This is an optimization exercise on Yosys and OpenROAD, whose aim is small area, a short achievable clock period and few clock cycles per item, not a production implementation. In this exercise RTL edits were held to simulation tests only and were not proved equivalent to the original.

== the previous run ==
==> flow/design.v <==
`timescale 1ns / 1ps
`default_nettype none
package ptle_pkg;
	typedef enum logic [2:0] {
		OP_FIND   = 3'd0,
		OP_ADD    = 3'd1,
		OP_REMOVE = 3'd2,
		OP_TOUCH  = 3'd3,
		OP_UNLINK = 3'd4,
		OP_EVICT  = 3'd5
	} op_t;
	localparam logic [1:0] ST_OK      = 2'd0;
	localparam logic [1:0] ST_MISS    = 2'd1;
	localparam logic [1:0] ST_EMPTY   = 2'd2;
	localparam logic [1:0] ST_PINNED  = 2'd3;
	localparam int FILE_W = 8;
	localparam int PAGE_W = 16;
	localparam int MASK_W = 16;
endpackage
`default_nettype wire
`timescale 1ns / 1ps
`default_nettype none
module ptle_cell (
	input  wire                            clk,
	input  wire                            arst_n,
	input  wire [ptle_pkg::FILE_W-1:0]     wr_file,
	input  wire [ptle_pkg::PAGE_W-1:0]     wr_page,
	input  wire [ptle_pkg::FILE_W-1:0]     cmp_file,
	input  wire [ptle_pkg::PAGE_W-1:0]     cmp_page,
	input  wire                            wr_key,
	input  wire                            clr_valid,
	output logic                           eq,
	output logic                           valid,
	output logic [ptle_pkg::FILE_W-1:0]    kfile,
	output logic [ptle_pkg::PAGE_W-1:0]    kpage
);
	logic valid_q;
	logic [ptle_pkg::FILE_W-1:0] file_q;
	logic [ptle_pkg::PAGE_W-1:0] page_q;
	always_ff @(posedge clk or negedge arst_n) begin
		if (!arst_n) valid_q <= 1'b0;
		else if (wr_key) valid_q <= 1'b1;
		else if (clr_valid) valid_q <= 1'b0;
	end
	always_ff @(posedge clk) begin
		if (wr_key) begin
			file_q <= wr_file;
			page_q <= wr_page;
		end
	end
	assign eq    = file_q == cmp_file && page_q == cmp_page;
	assign valid = valid_q;
	assign kfile = file_q;
	assign kpage = page_q;
endmodule
`default_nettype wire
`timescale 1ns / 1ps
`default_nettype none
module page_table_lru_evictor_top (
	input  wire         clk,
	input  wire         arst_n,
	input  wire         in_valid,
	output logic        in_ready,
	input  wire  [2:0]  opcode,
	input  wire  [7:0]  file_id,
	input  wire  [15:0] page_number,
	input  wire  [3:0]  frame,
	input  wire  [15:0] pinned_mask,
	input  wire  [15:0] dirty_mask,
	output logic        out_valid,
	input  wire         out_ready,
	output logic [1:0]  status,
	output logic [3:0]  frame_out,
	output logic [7:0]  victim_file_id,
	output logic [15:0] victim_page_number,
	output logic        needs_writeback
);
	localparam int N = 16;
	logic        s1_v;
	logic [2:0]  op_q;
	logic [7:0]  fid_q;
	logic [15:0] pg_q;
	logic [3:0]  fr_q;
	logic [15:0] dirty_q;
	logic [N-1:0] eq_q;       
	logic        peq_q;      
	logic        padd_q;     
	logic [3:0]  pfr_q;      
	logic [N-1:0] vic_q;      
	logic        vfound_q;   
	logic        vlisted_q;  
	logic        busy_q;     
	logic        ready;      
	logic        exec;       
	logic        skid_v;
	assign in_ready = !busy_q;
	assign ready = !(s1_v && out_valid && skid_v);
	assign exec = s1_v && ready;
	logic is_find, is_add, is_remove, is_touch, is_unlink, is_evict;
	assign is_find   = op_q == ptle_pkg::OP_FIND;
	assign is_add    = op_q == ptle_pkg::OP_ADD;
	assign is_remove = op_q == ptle_pkg::OP_REMOVE;
	assign is_touch  = op_q == ptle_pkg::OP_TOUCH;
	assign is_unlink = op_q == ptle_pkg::OP_UNLINK;
	assign is_evict  = op_q == ptle_pkg::OP_EVICT;
	logic [N-1:0] fsel;
	assign fsel = N'(1) << fr_q;
	logic [N-1:0] eq_in, kvalid, wr_key, clr_valid;
	logic [7:0]  kfile [N];
	logic [15:0] kpage [N];
	for (genvar g = 0; g < N; g++) begin : g_cell
		ptle_cell u_cell (
			.clk(clk), .arst_n(arst_n),
			.wr_file(fid_q), .wr_page(pg_q),
			.cmp_file(file_id), .cmp_page(page_number),
			.wr_key(wr_key[g]), .clr_valid(clr_valid[g]),
			.eq(eq_in[g]), .valid(kvalid[g]), .kfile(kfile[g]), .kpage(kpage[g])
		);
	end
	logic [N-1:0] match, first;
	logic hit;
	always_comb begin
		for (int i = 0; i < N; i++)
			match[i] = kvalid[i] && (padd_q && pfr_q == 4'(i) ? peq_q : eq_q[i]);
	end
	assign first = match & ~(match - 1'b1);
	assign hit = |match;
	logic [3:0] hit_idx;
	always_comb begin
		hit_idx = '0;
		for (int i = 0; i < N; i++)
			if (first[i]) hit_idx = hit_idx | 4'(i);
	end
	logic ev_ok;
	assign ev_ok = is_evict && vfound_q;
	logic [N-1:0] on_q, on_n;
	always_comb begin
		on_n = on_q;
		if (exec) begin
			if (is_touch) on_n = on_q | fsel;
			else if (is_unlink) on_n = on_q & ~fsel;
			else if (ev_ok) on_n = on_q & ~vic_q;
		end
	end
	logic [N-1:0] tsel;
	logic [N*N-1:0] newer_q, newer_n, newer;
	assign tsel = exec && is_touch ? fsel : '0;
	always_comb begin
		newer_n = newer_q;
		newer = '0;
		for (int i = 0; i < N; i++)
			for (int j = 0; j < N; j++)
				if (i < j) begin
					newer_n[i*N+j] = tsel[i] || (newer_q[i*N+j] && !tsel[j]);
					newer[i*N+j] = newer_n[i*N+j];
				end else if (i > j) begin
					newer[i*N+j] = !newer_n[j*N+i];
				end
	end
	logic [N-1:0] cand, vic_in;
	assign cand = on_n & ~pinned_mask;
	always_comb begin
		for (int v = 0; v < N; v++) begin
			vic_in[v] = cand[v];
			for (int j = 0; j < N; j++)
				if (j != v && cand[j] && !newer[j*N+v]) vic_in[v] = 1'b0;
		end
	end
	always_ff @(posedge clk or negedge arst_n) begin
		if (!arst_n) on_q <= '0;
		else on_q <= on_n;
	end
	for (genvar i = 0; i < N; i++) begin : g_row
		for (genvar j = i + 1; j < N; j++) begin : g_col
			always_ff @(posedge clk) newer_q[i*N+j] <= newer_n[i*N+j];
		end
	end
	always_ff @(posedge clk) begin
		if (ready) begin
			op_q      <= opcode;
			fid_q     <= file_id;
			pg_q      <= page_number;
			fr_q      <= frame;
			dirty_q   <= dirty_mask;
			eq_q      <= eq_in;
			peq_q     <= fid_q == file_id && pg_q == page_number;
			padd_q    <= s1_v && is_add;
			pfr_q     <= fr_q;
			vic_q     <= vic_in;
			vfound_q  <= |cand;
			vlisted_q <= |on_n;
		end
	end
	logic skid_kv;
	logic [1:0] skid_st;
	logic [3:0] skid_fr;
	logic       skid_wb;
	logic [N-1:0] ksel;
	always_comb begin
		if (skid_v) ksel = skid_kv ? N'(1) << skid_fr : '0;
		else ksel = is_evict ? vic_q & kvalid : '0;
	end
	logic [3:0]  vidx;
	logic [7:0]  vfile;
	logic [15:0] vpage;
	logic        vdirty;
	always_comb begin
		vidx = '0; vfile = '0; vpage = '0;
		for (int i = 0; i < N; i++) begin
			if (vic_q[i]) vidx = vidx | 4'(i);
			if (ksel[i]) begin
				vfile = vfile | kfile[i];
				vpage = vpage | kpage[i];
			end
		end
	end
	assign vdirty = |(vic_q & dirty_q);
	assign wr_key = exec && is_add ? fsel : '0;
	assign clr_valid = exec && is_remove ? first : exec && ev_ok ? vic_q : '0;
	logic [1:0]  r_st;
	logic [3:0]  r_fr;
	logic        r_wb;
	always_comb begin
		r_st = ptle_pkg::ST_OK;
		r_fr = '0;
		r_wb = 1'b0;
		if (is_find || is_remove) begin
			if (!hit) r_st = ptle_pkg::ST_MISS;
			else if (is_find) r_fr = hit_idx;
		end else if (is_evict) begin
			if (!vlisted_q) r_st = ptle_pkg::ST_EMPTY;
			else if (!vfound_q) r_st = ptle_pkg::ST_PINNED;
			else begin
				r_fr = vidx;
				r_wb = vdirty;
			end
		end
	end
	logic pop;
	assign pop = out_valid && out_ready;
	logic s1_v_n, out_valid_n, skid_v_n;
	always_comb begin
		s1_v_n = ready ? in_valid : s1_v;
		out_valid_n = out_valid;
		skid_v_n = skid_v;
		if (pop) begin
			out_valid_n = skid_v || exec;
			skid_v_n = 1'b0;
		end else if (exec) begin
			if (out_valid) skid_v_n = 1'b1;
			else out_valid_n = 1'b1;
		end
	end
	always_ff @(posedge clk or negedge arst_n) begin
		if (!arst_n) begin
			s1_v      <= 1'b0;
			busy_q    <= 1'b0;
			out_valid <= 1'b0;
			skid_v    <= 1'b0;
		end else begin
			s1_v      <= s1_v_n;
			busy_q    <= s1_v_n && out_valid_n && skid_v_n;
			out_valid <= out_valid_n;
			skid_v    <= skid_v_n;
		end
	end
	always_ff @(posedge clk) begin
		if (!out_valid || out_ready) begin
			if (skid_v) {status, frame_out, needs_writeback} <= {skid_st, skid_fr, skid_wb};
			else {status, frame_out, needs_writeback} <= {r_st, r_fr, r_wb};
			victim_file_id <= vfile;
			victim_page_number <= vpage;
		end
		if (!skid_v && out_valid && !out_ready) begin
			{skid_st, skid_fr, skid_wb} <= {r_st, r_fr, r_wb};
			skid_kv <= |ksel;
		end
	end
endmodule
`default_nettype wire
clock: 7.0 ns
lec_check: 0
cap_margin: 20
core_margin: 2
core_utilization: 30
setup_slack_margin: 4.4
slew_margin: 20
run.sh (not shown) runs the stock make flow with config.mk's settings and CLKGATE_MAP_FILE= SYNTH_SCRIPT=/design/flow/synth_recipe.tcl, a recipe that flattens the netlist after the stock synthesis.
Both conditions hold for the previous run: the flow ran to the end and the final layout passed the timing, DRC and antenna checks.
Testbench counts of the previous run, summed over its fixed seeds: cycles 32,016, items 32,000.
#### Input delta (the current run over the previous run)
--- a/flow/design.v
+++ b/flow/design.v
@@ -123,7 +123,14 @@
 		for (int i = 0; i < N; i++)
 			match[i] = kvalid[i] && (padd_q && pfr_q == 4'(i) ? peq_q : eq_q[i]);
 	end
-	assign first = match & ~(match - 1'b1);
+	always_comb begin
+		logic seen;
+		seen = 1'b0;
+		for (int i = 0; i < N; i++) begin
+			first[i] = match[i] && !seen;
+			seen = seen || match[i];
+		end
+	end
 	assign hit = |match;
 	logic [3:0] hit_idx;
 	always_comb begin
@@ -132,14 +139,14 @@
 			if (first[i]) hit_idx = hit_idx | 4'(i);
 	end
 	logic ev_ok;
-	assign ev_ok = is_evict && vfound_q;
+	assign ev_ok = vfound_q;
 	logic [N-1:0] on_q, on_n;
 	always_comb begin
 		on_n = on_q;
 		if (exec) begin
 			if (is_touch) on_n = on_q | fsel;
 			else if (is_unlink) on_n = on_q & ~fsel;
-			else if (ev_ok) on_n = on_q & ~vic_q;
+			else on_n = on_q & ~vic_q;
 		end
 	end
 	logic [N-1:0] tsel;
@@ -158,7 +165,7 @@
 				end
 	end
 	logic [N-1:0] cand, vic_in;
-	assign cand = on_n & ~pinned_mask;
+	assign cand = opcode == ptle_pkg::OP_EVICT ? on_n & ~pinned_mask : '0;
 	always_comb begin
 		for (int v = 0; v < N; v++) begin
 			vic_in[v] = cand[v];
@@ -191,14 +198,14 @@
 			vlisted_q <= |on_n;
 		end
 	end
-	logic skid_kv;
+	logic [N-1:0] skid_sel;   
 	logic [1:0] skid_st;
 	logic [3:0] skid_fr;
 	logic       skid_wb;
 	logic [N-1:0] ksel;
 	always_comb begin
-		if (skid_v) ksel = skid_kv ? N'(1) << skid_fr : '0;
-		else ksel = is_evict ? vic_q & kvalid : '0;
+		if (skid_v) ksel = skid_sel;
+		else ksel = vic_q & kvalid;
 	end
 	logic [3:0]  vidx;
 	logic [7:0]  vfile;
@@ -216,7 +223,7 @@
 	end
 	assign vdirty = |(vic_q & dirty_q);
 	assign wr_key = exec && is_add ? fsel : '0;
-	assign clr_valid = exec && is_remove ? first : exec && ev_ok ? vic_q : '0;
+	assign clr_valid = exec && is_remove ? first : exec ? vic_q : '0;
 	logic [1:0]  r_st;
 	logic [3:0]  r_fr;
 	logic        r_wb;
@@ -273,7 +280,7 @@
 		end
 		if (!skid_v && out_valid && !out_ready) begin
 			{skid_st, skid_fr, skid_wb} <= {r_st, r_fr, r_wb};
-			skid_kv <= |ksel;
+			skid_sel <= ksel;
 		end
 	end
 endmodule
Per the comparison of the current run with the previous run, share of cell area taken by flip-flops and latches picked up an extra 1.1 points, data required time at the worst endpoint now sits higher, per-cell routed wire length went up.
The previous run → the current run: post-synthesis simple-gate area fraction saw a decrease; count of plain and timing-repair buffers saw a decrease.
Diff the previous run -> the current run | synthesized flop and latch total | up by a few percent
Testbench counts of the current run, summed over its fixed seeds: cycles 32,016, items 32,000.

Another version of the RTL of page_table_lru_evictor_top (not shown whole).
Size in the first run: about 690 flip-flops, ~100 I/O pins, ~31000 µm² of cells after synthesis.
==> module page_table_lru_evictor_top, before the edit <==
module page_table_lru_evictor_top (
	input  wire         clk,
	input  wire         arst_n,
	input  wire         in_valid,
	output logic        in_ready,
	input  wire  [2:0]  opcode,
	input  wire  [7:0]  file_id,
	input  wire  [15:0] page_number,
	input  wire  [3:0]  frame,
	input  wire  [15:0] pinned_mask,
	input  wire  [15:0] dirty_mask,
	output logic        out_valid,
	input  wire         out_ready,
	output logic [1:0]  status,
	output logic [3:0]  frame_out,
	output logic [7:0]  victim_file_id,
	output logic [15:0] victim_page_number,
	output logic        needs_writeback
);
	localparam int N = 16;
	logic        s1_v;
	logic [2:0]  op_q;
	logic [7:0]  fid_q;
	logic [15:0] pg_q;
	logic [N-1:0] fsel;       
	logic [15:0] dirty_q;
	logic [N-1:0] eq_q;       
	logic        peq_q;      
	logic [N-1:0] padd_q;     
	logic [N-1:0] vic_q;      
	logic        vfound_q;   
	logic        vlisted_q;  
	logic        busy_q;     
	logic        ready;      
	logic        exec;       
	logic        skid_v;
	assign in_ready = !busy_q;
	assign ready = !(s1_v && out_valid && skid_v);
	assign exec = s1_v && ready;
	logic is_find, is_add, is_remove, is_touch, is_unlink, is_evict;
	assign is_find   = op_q == ptle_pkg::OP_FIND;
	assign is_add    = op_q == ptle_pkg::OP_ADD;
	assign is_remove = op_q == ptle_pkg::OP_REMOVE;
	assign is_touch  = op_q == ptle_pkg::OP_TOUCH;
	assign is_unlink = op_q == ptle_pkg::OP_UNLINK;
	assign is_evict  = op_q == ptle_pkg::OP_EVICT;
	logic [N-1:0] eq_in, kvalid, wr_key, clr_valid;
	logic [7:0]  kfile [N];
	logic [15:0] kpage [N];
	for (genvar g = 0; g < N; g++) begin : g_cell
		ptle_cell u_cell (
			.clk(clk), .arst_n(arst_n),
			.wr_file(fid_q), .wr_page(pg_q),
			.cmp_file(file_id), .cmp_page(page_number),
			.wr_key(wr_key[g]), .clr_valid(clr_valid[g]),
			.eq(eq_in[g]), .valid(kvalid[g]), .kfile(kfile[g]), .kpage(kpage[g])
		);
	end
	logic [N-1:0] match, first;
	logic hit;
	always_comb begin
		for (int i = 0; i < N; i++)
			match[i] = kvalid[i] && (padd_q[i] ? peq_q : eq_q[i]);
	end
	assign first = match & ~(match - 1'b1);
	assign hit = |match;
	logic [3:0] hit_idx;
	always_comb begin
		hit_idx = '0;
		for (int i = 0; i < N; i++)
			if (first[i]) hit_idx = hit_idx | 4'(i);
	end
	logic ev_ok;
	assign ev_ok = is_evict && vfound_q;
	logic [N-1:0] on_q, on_n;
	always_comb begin
		on_n = on_q;
		if (exec) begin
			if (is_touch) on_n = on_q | fsel;
			else if (is_unlink) on_n = on_q & ~fsel;
			else if (ev_ok) on_n = on_q & ~vic_q;
		end
	end
	logic [N-1:0] tsel;
	logic [N*N-1:0] newer_q, newer_n, newer;
	assign tsel = exec && is_touch ? fsel : '0;
	always_comb begin
		newer_n = newer_q;
		newer = '0;
		for (int i = 0; i < N; i++)
			for (int j = 0; j < N; j++)
				if (i < j) begin
					newer_n[i*N+j] = tsel[i] || (newer_q[i*N+j] && !tsel[j]);
					newer[i*N+j] = newer_n[i*N+j];
				end else if (i > j) begin
					newer[i*N+j] = !newer_n[j*N+i];
				end
	end
	logic [N-1:0] cand, vic_in;
	assign cand = on_n & ~pinned_mask;
	always_comb begin
		for (int v = 0; v < N; v++) begin
			vic_in[v] = cand[v];
			for (int j = 0; j < N; j++)
				if (j != v && cand[j] && !newer[j*N+v]) vic_in[v] = 1'b0;
		end
	end
	always_ff @(posedge clk or negedge arst_n) begin
		if (!arst_n) on_q <= '0;
		else on_q <= on_n;
	end
	for (genvar i = 0; i < N; i++) begin : g_row
		for (genvar j = i + 1; j < N; j++) begin : g_col
			always_ff @(posedge clk) newer_q[i*N+j] <= newer_n[i*N+j];
		end
	end
	always_ff @(posedge clk) begin
		if (ready) begin
			op_q      <= opcode;
			fid_q     <= file_id;
			pg_q      <= page_number;
			fsel      <= N'(1) << frame;
			dirty_q   <= dirty_mask;
			eq_q      <= eq_in;
			peq_q     <= fid_q == file_id && pg_q == page_number;
			padd_q    <= s1_v && is_add ? fsel : '0;
			vic_q     <= vic_in;
			vfound_q  <= |cand;
			vlisted_q <= |on_n;
		end
	end
	logic skid_kv;
	logic [1:0] skid_st;
	logic [3:0] skid_fr;
	logic       skid_wb;
	logic [N-1:0] ksel;
	always_comb begin
		if (skid_v) ksel = skid_kv ? N'(1) << skid_fr : '0;
		else ksel = is_evict ? vic_q & kvalid : '0;
	end
	logic [3:0]  vidx;
	logic [7:0]  vfile;
	logic [15:0] vpage;
	logic        vdirty;
	always_comb begin
		vidx = '0; vfile = '0; vpage = '0;
		for (int i = 0; i < N; i++) begin
			if (vic_q[i]) vidx = vidx | 4'(i);
			if (ksel[i]) begin
				vfile = vfile | kfile[i];
				vpage = vpage | kpage[i];
			end
		end
	end
	assign vdirty = |(vic_q & dirty_q);
	assign wr_key = exec && is_add ? fsel : '0;
	assign clr_valid = exec && is_remove ? first : exec && ev_ok ? vic_q : '0;
	logic [1:0]  r_st;
	logic [3:0]  r_fr;
	logic        r_wb;
	always_comb begin
		r_st = ptle_pkg::ST_OK;
		r_fr = '0;
		r_wb = 1'b0;
		if (is_find || is_remove) begin
			if (!hit) r_st = ptle_pkg::ST_MISS;
			else if (is_find) r_fr = hit_idx;
		end else if (is_evict) begin
			if (!vlisted_q) r_st = ptle_pkg::ST_EMPTY;
			else if (!vfound_q) r_st = ptle_pkg::ST_PINNED;
			else begin
				r_fr = vidx;
				r_wb = vdirty;
			end
		end
	end
	logic pop;
	assign pop = out_valid && out_ready;
	logic s1_v_n, out_valid_n, skid_v_n;
	always_comb begin
		s1_v_n = ready ? in_valid : s1_v;
		out_valid_n = out_valid;
		skid_v_n = skid_v;
		if (pop) begin
			out_valid_n = skid_v || exec;
			skid_v_n = 1'b0;
		end else if (exec) begin
			if (out_valid) skid_v_n = 1'b1;
			else out_valid_n = 1'b1;
		end
	end
	always_ff @(posedge clk or negedge arst_n) begin
		if (!arst_n) begin
			s1_v      <= 1'b0;
			busy_q    <= 1'b0;
			out_valid <= 1'b0;
			skid_v    <= 1'b0;
		end else begin
			s1_v      <= s1_v_n;
			busy_q    <= s1_v_n && out_valid_n && skid_v_n;
			out_valid <= out_valid_n;
			skid_v    <= skid_v_n;
		end
	end
	always_ff @(posedge clk) begin
		if (!out_valid || out_ready) begin
			if (skid_v) {status, frame_out, needs_writeback} <= {skid_st, skid_fr, skid_wb};
			else {status, frame_out, needs_writeback} <= {r_st, r_fr, r_wb};
			victim_file_id <= vfile;
			victim_page_number <= vpage;
		end
		if (!skid_v && out_valid && !out_ready) begin
			{skid_st, skid_fr, skid_wb} <= {r_st, r_fr, r_wb};
			skid_kv <= |ksel;
		end
	end
endmodule
Settings: LEC_CHECK=0, CAP_MARGIN=20, CORE_MARGIN=2, CORE_UTILIZATION=30, SETUP_SLACK_MARGIN=4.4, SLEW_MARGIN=20; clock period 7.0 ns.
Testbench counts at the start, summed over its fixed seeds: cycles 32,016, items 32,000.
Rerun with:
--- a/flow/design.v
+++ b/flow/design.v
@@ -81,9 +81,10 @@
 	logic [7:0]  fid_q;
 	logic [15:0] pg_q;
-	logic [N-1:0] fsel;       
+	logic [3:0]  fr_q;
 	logic [15:0] dirty_q;
 	logic [N-1:0] eq_q;       
 	logic        peq_q;      
-	logic [N-1:0] padd_q;     
+	logic        padd_q;     
+	logic [3:0]  pfr_q;      
 	logic [N-1:0] vic_q;      
 	logic        vfound_q;   
@@ -103,4 +104,6 @@
 	assign is_unlink = op_q == ptle_pkg::OP_UNLINK;
 	assign is_evict  = op_q == ptle_pkg::OP_EVICT;
+	logic [N-1:0] fsel;
+	assign fsel = N'(1) << fr_q;
 	logic [N-1:0] eq_in, kvalid, wr_key, clr_valid;
 	logic [7:0]  kfile [N];
@@ -119,7 +122,14 @@
 	always_comb begin
 		for (int i = 0; i < N; i++)
-			match[i] = kvalid[i] && (padd_q[i] ? peq_q : eq_q[i]);
-	end
-	assign first = match & ~(match - 1'b1);
+			match[i] = kvalid[i] && (padd_q && pfr_q == 4'(i) ? peq_q : eq_q[i]);
+	end
+	always_comb begin
+		logic seen;
+		seen = 1'b0;
+		for (int i = 0; i < N; i++) begin
+			first[i] = match[i] && !seen;
+			seen = seen || match[i];
+		end
+	end
 	assign hit = |match;
 	logic [3:0] hit_idx;
@@ -178,9 +188,10 @@
 			fid_q     <= file_id;
 			pg_q      <= page_number;
-			fsel      <= N'(1) << frame;
+			fr_q      <= frame;
 			dirty_q   <= dirty_mask;
 			eq_q      <= eq_in;
 			peq_q     <= fid_q == file_id && pg_q == page_number;
-			padd_q    <= s1_v && is_add ? fsel : '0;
+			padd_q    <= s1_v && is_add;
+			pfr_q     <= fr_q;
 			vic_q     <= vic_in;
 			vfound_q  <= |cand;
Worst setup slack got worse by 0.15 ns.
Global-route usage decreases by 0.41 points.
Cell area grows by 1.0%.
Wire length rises by 0.34%.
Utilization increases by 1.3 points.
Hold slack hardly moves.
Non-clock buffer count is higher by 103.
Clock-buffer cell count climbs by 14.
Die area fell by 2.4%.
Testbench counts after the change, summed over its fixed seeds: cycles 32,016, items 32,000.

what the ideal ports hide:
In the flow no input, the clock included, has a driving cell. The finished layouts below were timed again as built, in two steps.
Step 1, drivers: a clkbuf_16 drives clk and a buf_2 each remaining input, both assumed.
Step 2, shift: input delay + t, output delay - t, t = (earliest + latest rising clock arrival at the registers) / 2. This alone moves slack from input paths to output paths.
Three values: no drivers, after step 1, after step 2; two values: the first two.
run	t (ns)	setup slack, ns	hold slack, ns	worst setup path after step 2	pins driven straight from the clock port
the previous run	0.702	4.145 / 4.145 / 3.636	0.464 / 0.464 / 0.464	input to register	1
the current run	0.691	4.289 / 4.289 / 3.680	0.476 / 0.476 / 0.476	input to register	1
the first run of note 2	0.734	4.136 / 4.136 / 3.486	0.465 / 0.465 / 0.465	input to register	1
the second run of note 2	0.712	3.981 / 3.981 / 3.409	0.463 / 0.463 / 0.463	input to register	1
After both steps every run listed still meets setup and hold. The setup slack of the first run of note 2, which loses most, moves by 0.000 ns with the drivers and by -0.650 ns with both steps.
